This is an optimization exercise on Yosys and OpenROAD, whose aim is small area, not a production implementation. Only the layout flow was run in this run; the RTL was not checked for function there. Power is estimated from default activity; no workload was simulated.

$ cat flow/run.sh
#!/bin/bash
# The standard ORFS layout (the standard.sh), with these changes:
#  - ports are buffered with sky130_fd_sc_hd__buf_1 instead of the default
#    cell that buffer_ports picks;
#  - clock tree synthesis clusters the flip-flops into groups of up to 20
#    under clkbuf_8 leaf buffers and inserts no dummy loads;
#  - the largest buffers and inverters are added to the platform's
#    don't-use list, so that repair builds fanout trees from smaller ones.
# Every tool's output goes to the ORFS logs under orfs/logs/, and make's own
# output to flow_make.log in this folder.
set -euo pipefail
PLATFORM_DONT_USE="sky130_fd_sc_hd__probe_p_8 sky130_fd_sc_hd__probec_p_8 sky130_fd_sc_hd__lpflow_bleeder_1 sky130_fd_sc_hd__lpflow_clkbufkapwr_1 sky130_fd_sc_hd__lpflow_clkbufkapwr_16 sky130_fd_sc_hd__lpflow_clkbufkapwr_2 sky130_fd_sc_hd__lpflow_clkbufkapwr_4 sky130_fd_sc_hd__lpflow_clkbufkapwr_8 sky130_fd_sc_hd__lpflow_clkinvkapwr_1 sky130_fd_sc_hd__lpflow_clkinvkapwr_16 sky130_fd_sc_hd__lpflow_clkinvkapwr_2 sky130_fd_sc_hd__lpflow_clkinvkapwr_4 sky130_fd_sc_hd__lpflow_clkinvkapwr_8 sky130_fd_sc_hd__lpflow_decapkapwr_12 sky130_fd_sc_hd__lpflow_decapkapwr_3 sky130_fd_sc_hd__lpflow_decapkapwr_4 sky130_fd_sc_hd__lpflow_decapkapwr_6 sky130_fd_sc_hd__lpflow_decapkapwr_8 sky130_fd_sc_hd__lpflow_inputiso0n_1 sky130_fd_sc_hd__lpflow_inputiso0p_1 sky130_fd_sc_hd__lpflow_inputiso1n_1 sky130_fd_sc_hd__lpflow_inputiso1p_1 sky130_fd_sc_hd__lpflow_inputisolatch_1 sky130_fd_sc_hd__lpflow_isobufsrc_1 sky130_fd_sc_hd__lpflow_isobufsrc_16 sky130_fd_sc_hd__lpflow_isobufsrc_2 sky130_fd_sc_hd__lpflow_isobufsrc_4 sky130_fd_sc_hd__lpflow_isobufsrc_8 sky130_fd_sc_hd__lpflow_isobufsrckapwr_16 sky130_fd_sc_hd__lpflow_lsbuf_lh_hl_isowell_tap_1 sky130_fd_sc_hd__lpflow_lsbuf_lh_hl_isowell_tap_2 sky130_fd_sc_hd__lpflow_lsbuf_lh_hl_isowell_tap_4 sky130_fd_sc_hd__lpflow_lsbuf_lh_isowell_4 sky130_fd_sc_hd__lpflow_lsbuf_lh_isowell_tap_1 sky130_fd_sc_hd__lpflow_lsbuf_lh_isowell_tap_2 sky130_fd_sc_hd__lpflow_lsbuf_lh_isowell_tap_4"
EXTRA_DONT_USE="sky130_fd_sc_hd__buf_8 sky130_fd_sc_hd__buf_12 sky130_fd_sc_hd__buf_16 sky130_fd_sc_hd__bufbuf_8 sky130_fd_sc_hd__bufbuf_16 sky130_fd_sc_hd__inv_12 sky130_fd_sc_hd__inv_16 sky130_fd_sc_hd__clkinv_16 sky130_fd_sc_hd__clkbuf_16 sky130_fd_sc_hd__bufinv_16"
bash standard.sh \
  "DONT_USE_CELLS=$PLATFORM_DONT_USE $EXTRA_DONT_USE" \
  "BUFFER_PORTS_ARGS=-buffer_cell sky130_fd_sc_hd__buf_1" \
  "CTS_ARGS=-sink_clustering_enable -repair_clock_nets -sink_clustering_size 20 -sink_clustering_max_diameter 60 -buf_list sky130_fd_sc_hd__clkbuf_8 -dont_use_dummy_load" \
  finish > flow_make.log 2>&1
$ cat standard.sh
#!/bin/bash
# synth_recipe.tcl (not shown) runs the flow's synth.tcl, then flattens the netlist and writes it again
# the make line also repeats each setting of config.mk as NAME=value (left out here)
make -C /OpenROAD-flow-scripts/flow DESIGN_CONFIG=/design/flow/config.mk WORK_HOME=/design/flow/orfs CLKGATE_MAP_FILE= SYNTH_SCRIPT=/design/flow/synth_recipe.tcl "${@:-finish}"
$ cat config.mk
export PLATFORM = sky130hd
export DESIGN_NAME = page_pool_free_list_allocator_core
export DESIGN_NICKNAME = page_pool_free_list_allocator_core
export VERILOG_FILES = /design/flow/design.v
export SDC_FILE = /design/flow/constraint.sdc
export NUM_CORES = 4
export LEC_CHECK = 0
export CAP_MARGIN = 20
export CORE_MARGIN = 2
export CORE_UTILIZATION = 55
export SLEW_MARGIN = 20
export SYNTH_HIERARCHICAL = 1
export SYNTH_MINIMUM_KEEP_SIZE = 0
$ cat constraint.sdc
create_clock -name core_clock -period 6.0 [get_ports {clk}]
set_input_delay 1.2000 -clock core_clock [delete_from_list [all_inputs] [get_ports {clk}]]
set_output_delay 1.2000 -clock core_clock [all_outputs]
set_load 0.01 [all_outputs]
$ cat design.v
`default_nettype none
module ppfl_dec8
(
  input  logic [2:0] a,
  output logic [7:0] y
);
  always_comb begin
    for (int i = 0; i < 8; i++) y[i] = (a == 3'(i));
  end
endmodule
module ppfl_aoi3 #(parameter int W = 6)
(
  input  logic [3*W-1:0] d,
  input  logic [2:0]     s,
  output logic [W-1:0]   qn
);
  assign qn = ~(({W{s[0]}} & d[0 +: W]) | ({W{s[1]}} & d[W +: W]) | ({W{s[2]}} & d[2*W +: W]));
endmodule
module ppfl_aoi2 #(parameter int W = 6)
(
  input  logic [2*W-1:0] d,
  input  logic [1:0]     s,
  output logic [W-1:0]   qn
);
  assign qn = ~(({W{s[0]}} & d[0 +: W]) | ({W{s[1]}} & d[W +: W]));
endmodule
module ppfl_sel8 #(parameter int W = 6)
(
  input  logic [8*W-1:0] d,
  input  logic [7:0]     sel,
  output logic [W-1:0]   q
);
  logic [W-1:0] a_n, b_n, c_n;
  ppfl_aoi3 #(.W(W)) u_a (.d(d[0 +: 3*W]),   .s(sel[2:0]), .qn(a_n));
  ppfl_aoi3 #(.W(W)) u_b (.d(d[3*W +: 3*W]), .s(sel[5:3]), .qn(b_n));
  ppfl_aoi2 #(.W(W)) u_c (.d(d[6*W +: 2*W]), .s(sel[7:6]), .qn(c_n));
  assign q = ~(a_n & b_n & c_n);
endmodule
module ppfl_both
(
  input  logic a,
  output logic y,
  output logic y_n
);
  assign y   = a;
  assign y_n = ~a;
endmodule
module ppfl_slot_ctl
(
  input  logic [5:0]  wa,
  input  logic        push,
  input  logic        pop,
  output logic [63:0] wr,
  output logic [63:0] hold
);
  logic [7:0] lo, hi, lo_n, hi_n;
  ppfl_dec8 u_lo (.a(wa[2:0]), .y(lo));
  ppfl_dec8 u_hi (.a(wa[5:3]), .y(hi));
  assign lo_n = ~(lo & {8{push}});
  assign hi_n = ~hi;
  always_comb begin
    for (int i = 0; i < 64; i++) begin
      wr[i]   = !(lo_n[i % 8] || hi_n[i / 8]);
      hold[i] = !(pop || wr[i]);
    end
  end
endmodule
`default_nettype wire
`default_nettype none
module page_pool_free_list_allocator_core
(
  input  logic        clk,
  input  logic        rst_n,
  input  logic        in_valid,
  output logic        in_ready,
  input  logic [9:0]  in_data,
  output logic        out_valid,
  input  logic        out_ready,
  output logic [18:0] out_data
);
  logic       s1_vld_r;
  logic [1:0] s1_cmd_r;
  logic [5:0] s1_idx_r;
  logic       out_valid_r;
  logic       out_free, fire;
  logic       oor;
  assign out_free = !out_valid_r || out_ready;
  assign fire     = s1_vld_r && out_free;
  assign in_ready = !s1_vld_r || out_free;
  assign oor      = |in_data[7:6];
  always_ff @(posedge clk) begin
    if (!rst_n) begin
      s1_vld_r <= 1'b0;
    end else if (in_ready) begin
      s1_vld_r <= in_valid;
    end
  end
  always_ff @(posedge clk) begin
    if (in_ready) begin
      s1_cmd_r <= {in_data[9] | (in_data[8] & oor), in_data[8]};
      s1_idx_r <= {in_data[5:1], !in_data[9] & (in_data[0] | oor)};
    end
  end
  logic [6:0]  cnt_r;                
  logic [6:0]  init_r;               
  logic [5:0]  fifo_r [64];          
  logic [63:0] used_r;               
  logic        phase_r;              
  logic is_alloc, is_free, is_reinit, is_x;
  logic full, empty, used_bit;
  logic alloc_ok, free_ok;
  logic [5:0] head_page;
  logic [1:0] status;
  assign is_alloc  = (s1_cmd_r == 2'd0);
  assign is_free   = (s1_cmd_r == 2'd1);
  assign is_reinit = (s1_cmd_r == 2'd2);
  assign is_x      = (s1_cmd_r == 2'd3);
  assign full     = cnt_r[6];
  assign empty    = (cnt_r == 7'd0);
  assign alloc_ok = is_alloc && !full;
  assign free_ok  = is_free && used_bit;    
  assign head_page = init_r[6] ? (fifo_r[0] ^ {6{phase_r}}) : init_r[5:0];
  always_comb begin
    status = 2'd0;
    if (is_alloc) begin
      status = {1'b0, full};
    end else if (is_free) begin
      status = {!used_bit, !used_bit && !empty};
    end else if (is_x && s1_idx_r[0]) begin
      status = {1'b1, !empty};
    end
  end
  always_ff @(posedge clk) begin
    if (!rst_n) begin
      cnt_r  <= '0;
      init_r <= '0;
    end else if (fire) begin
      if (is_reinit) begin
        cnt_r  <= '0;
        init_r <= '0;
      end else if (alloc_ok) begin
        cnt_r <= cnt_r + 7'd1;
        if (!init_r[6]) init_r <= init_r + 7'd1;
      end else if (free_ok) begin
        cnt_r <= cnt_r - 7'd1;
      end
    end
  end
  logic [5:0]  stored;               
  logic [5:0]  push_page;
  logic [63:0] wr, hold;
  always_ff @(posedge clk) begin
    if (!rst_n) phase_r <= 1'b0;
    else        phase_r <= !phase_r;
  end
  assign stored    = init_r[5:0] - cnt_r[5:0];
  assign push_page = s1_idx_r ^ {6{phase_r}};
  ppfl_slot_ctl u_slot_ctl (
    .wa   (stored),
    .push (fire && free_ok),
    .pop  (fire && alloc_ok && init_r[6]),
    .wr   (wr),
    .hold (hold)
  );
  logic pop_q;
  assign pop_q = fire && alloc_ok && init_r[6];
  always_ff @(posedge clk) begin
    for (int i = 0; i < 63; i++) begin
      fifo_r[i] <= ~(({6{pop_q}} & fifo_r[i+1]) | ({6{wr[i]}} & push_page) | ({6{hold[i]}} & fifo_r[i]));
    end
    fifo_r[63] <= ~(({6{wr[63]}} & push_page) | ({6{hold[63]}} & fifo_r[63]));
  end
  logic [5:0] uidx;
  logic       uwe, uclr;
  logic [7:0] usel_lo, usel_hi, ugrp;
  logic [7:0] uen_lo_n, uen_hi_n;
  assign uidx = is_alloc ? head_page : s1_idx_r;
  assign uwe  = fire && (alloc_ok || free_ok);
  assign uclr = !rst_n || (fire && is_reinit);
  ppfl_dec8 u_udec_lo (.a(uidx[2:0]), .y(usel_lo));
  ppfl_dec8 u_udec_hi (.a(uidx[5:3]), .y(usel_hi));
  logic [7:0] rdsel_lo, rdsel_hi;
  ppfl_dec8 u_urdec_lo (.a(s1_idx_r[2:0]), .y(rdsel_lo));
  ppfl_dec8 u_urdec_hi (.a(s1_idx_r[5:3]), .y(rdsel_hi));
  for (genvar k = 0; k < 8; k++) begin : g_urd
    ppfl_sel8 #(.W(1)) u_sel (.d(used_r[8*k +: 8]), .sel(rdsel_lo), .q(ugrp[k]));
  end
  ppfl_sel8 #(.W(1)) u_usel_hi (.d(ugrp), .sel(rdsel_hi), .q(used_bit));
  assign uen_lo_n = ~(usel_lo | {8{uclr}});
  assign uen_hi_n = ~((usel_hi & {8{uwe}}) | {8{uclr}});
  always_ff @(posedge clk) begin
    for (int i = 0; i < 64; i++) begin
      if (!(uen_lo_n[i % 8] || uen_hi_n[i / 8])) used_r[i] <= is_alloc && !uclr;
    end
  end
  logic [5:0] out_grant_r;
  logic [1:0] out_status_r;
  always_ff @(posedge clk) begin
    if (!rst_n) begin
      out_valid_r <= 1'b0;
    end else if (out_free) begin
      out_valid_r <= s1_vld_r;
    end
  end
  always_ff @(posedge clk) begin
    if (fire) begin
      out_grant_r  <= alloc_ok ? head_page : 6'd0;
      out_status_r <= status;
    end
  end
  assign out_valid = out_valid_r;
  assign out_data  = {2'b00, out_grant_r, out_status_r, 2'b00, cnt_r};
endmodule
`default_nettype wire
==> impl_metrics.toml <==
[drt]
wire_per_inst_um = 24.4
drt_iter0_drc = 2902
wl_um = 46100
final_antenna_net_count = 0
via_per_inst = 7.40
drcViolationCount = 0
drt_pass1_iterations = 12
vias = 13959

[cts]
postCtsSetupBuffers = 0
clkTransAtPathRegs_ns = 0.11
cts_buffers = 36
cts_tree = "built"
cts_root_buf = "clkbuf_8"
clk_latency_ns = 0.58
cts.sinks = 481
ctsHtreeMaxLevel = 2
ctsResizeCount = 0
clk_path_buf_depth = 3
hold_buffers = 0

[power]
power.leakage_uw = 0.00668
peakVddDrop_mv = 0.216
p_per_area_nw_per_um2 = 284

[worst_setup_path]
cp-start-kind = "flip-flop"
timing.rr.end = "fifo_r[32][0]$_DFF_P_"
reg2reg_from = "s1_idx_r[1]$_DFFE_PP_"
cp.required_ns = 6.46
cp-end-kind = "flip-flop"
worst-path-max-fanout = 87
critical_path_class = "flip-flop to flip-flop"
arrival_ns = 4.71
regToRegSetupSlack_ns = 1.75
worstRegToRegCells = 10

[timing]
fin_crit_sh = 0.709
layout_min_cycle_time_ns = 4.25
setup_tns_ns = 0
rsz0062_at_grt = "false"
setup_ws_ns = 1.75
hold_violations = 0
max_freq_mhz = 235
max-slew-margin-rel = 0.294
setup_viol = 0
tightestPinTransition_ns = 1.06
finalMaxSlewViolations = 0
clock_skew_ns = 0.0436

[finish]
stdcell_count = 1887
final_cell_mix = "dfxtp_1, a222oi_1, nor2_1, edfxtp_1, and3_1"
final_nets = 1474
syn_to_final_growth_pct = 3.47
final_common_cell = "dfxtp_1"
final_util = 0.578
drive_above_1_share = 0.0914

[synthesis]
synth_edf_count = 80
synthArstFlopShare = 0
synth_seq_cells = 481
avgSynthCellArea_um2 = 12.3
synth_cell_types = 59
synth_top_flop_cell = "dfxtp_1"
netlist_instances = 1477
synth_warnings = 10
syn_area_um2 = 18200
seq_area_frac_synth = 0.572

[run_status]
status = "timing/DRC/antenna clean"

[floorplanning]
core_area_um2 = 32600
start_util = 0.559
num_rows = 66
dieHeight_um = 186
fp.dieArea_um2 = 34600
ios = 35
fp.dieW_um = 186

[placed_design]
portBuffers = 30
gp_congestion = 0.895
placedCellCount = 1850
pre_cts_ws_ns = 1.89
dp.final_hpwl_um = 27700

[global_route]
gr-total-overflow = 0
groute.usage.overall = 0.261
grt_max_degree = 88
grt_pass1_vias = 12957
grt_antenna_before_repair = 0
grt_pass1_wl_um = 72200

[min_path]
worst_hold_path.endpoint = "fifo_r[51][0]$_DFF_P_"
worstHoldPathType = "flip-flop to flip-flop"
hold_path_depth = 1
hp-start = "fifo_r[52][0]$_DFF_P_"

[flow_run]
cap_violations = 0
cells by family after synthesis:
| kind of cell | share of synthesized area |
|---|---|
| AO/OA/AOI/OAI | 0.271 |
| adder cells (fa/ha/maj) | 0.0100 |
| AND/OR/NAND/NOR | 0.0850 |
| multiplexers | 0.00110 |
| buffers and inverters | 0.0522 |
| other | 0.000206 |
| XOR/XNOR | 0.00865 |
| flip-flops | 0.572 |
area by class of cell:
type                       instances  area [µm²]
antenna                            1        2.50
timing repair buffer              63         310
fill                            2767       13800
tap                              442         553
sequential                       481       10400
multi-input combinational        852        7030
inverter                          12        45.0
clock buffer                      36         495
routing by layer:
layer | vias up | GRT usage | part of all wire
li1 | 6344 | - | -
met1 | 7039 | 0.362 | 0.43
met2 | 506 | 0.439 | 0.48
met3 | 70 | 0.0258 | 0.062
met4 | 0 | 0.0665 | 0.020
met5 | - | 0 | 0
registers in the layout, indices dropped and copies added (netlist names):
signal / cells
cnt_r: 7
fifo_r: 384
init_r: 7
out_grant_r: 6
out_status_r: 2
out_valid_r: 1
phase_r: 1
s1_cmd_r: 2
s1_idx_r: 6
s1_vld_r: 1
used_r: 64
modules after synthesis, one instance, submodules excluded, a selection:
module / copies in the design / flip-flops and latches
page_pool_free_list_allocator_core: 1 / 481
ppfl_slot_ctl: 1 / 0
ppfl_dec8: 6 / 0
synthesized netlist by cell type, drive strengths merged (4+ instances only):
master / count / area share
nand2: 24 / 0.0049
o21ai: 25 / 0.0069
dfxtp: 401 / 0.44
and2: 11 / 0.0038
and2b: 4 / 0.0019
nand3: 11 / 0.0030
nor2b: 4 / 0.0014
clkbuf: 42 / 0.0087
xnor2: 10 / 0.0048
and3b: 18 / 0.0099
and3: 73 / 0.025
nor3: 9 / 0.0025
a21oi: 15 / 0.0041
xor2: 8 / 0.0038
inv: 12 / 0.0025
a31oi: 64 / 0.022
a222oi: 396 / 0.22
nor3b: 18 / 0.0074
buf: 93 / 0.041
nor2: 88 / 0.018
edfxtp: 80 / 0.13
a22oi: 15 / 0.0086
nand2b: 5 / 0.0017
ha: 13 / 0.0089
per-stage QoR:
stage | hold slack (ns) | area (µm²) | total power, µW
finish | 0.411 | 18900 | 5360
global route | 0.416 | 18900 | 5560
CTS | 0.405 | 18900 | 5400
detailed placement | 0.428 | 18400 | 3920
global placement | 0.422 | 18400 | 3920
floorplan | 0.415 | 18200 | 3760
where the power goes:
| group | switching (µW) | internal (µW) |
|---|---|---|
| registers | 53.6 | 3350 |
| clock network | 962 | 542 |
| logic | 320 | 129 |
worst max-delay path, stage by stage, from the launching register on:
cell	delay, ns
edfxtp_1	0.58
nor3b_1	0.88
a222oi_1	0.22
nand3_1	0.16
a222oi_1	0.11
nand3_1	0.16
nand3b_1	0.19
nor3_2	0.26
buf_4	0.66
a31oi_1	0.41
a222oi_1	0.44
how the worst max path moves through the flow:
stage                            end                  start  slack, ns
5_1_grt        fifo_r[16][0]$_DFF_P_  s1_idx_r[2]$_DFFE_PP_       1.55
3_3_place_gp   fifo_r[60][4]$_DFF_P_              out_ready       1.97
3_5_place_dp   fifo_r[16][0]$_DFF_P_  s1_idx_r[1]$_DFFE_PP_       1.89
4_1_cts        fifo_r[16][4]$_DFF_P_  s1_idx_r[1]$_DFFE_PP_       1.89
6_report       fifo_r[32][0]$_DFF_P_  s1_idx_r[1]$_DFFE_PP_       1.75
2_1_floorplan  fifo_r[58][4]$_DFF_P_              out_ready       2.80

what the ideal ports hide:
In the flow no input, the clock included, has a driving cell. The finished layout below was timed again as built, in two steps.
Step 1 assumes that a clkbuf_16 drives the clock port and a buf_2 every other input.
Step 2 adds t to the input delays and takes it off the output delays; t is the mean of the earliest and latest rising clock arrival at the registers after step 1. Input paths then give back, and output paths get back, about the clock's delay inside the block.
Three values: ideal, step 1, step 2; two values: the first two.
shift t [ns]: 0.609
setup slack, ns: 1.747 / 1.747 / 1.747
hold slack, ns: 0.411 / 0.411 / 0.411
pins driven straight from the clock port: 1
After both steps setup and hold are still met in this run. The setup slack of this run moves by 0.000 ns with the drivers and by 0.000 ns with both steps.
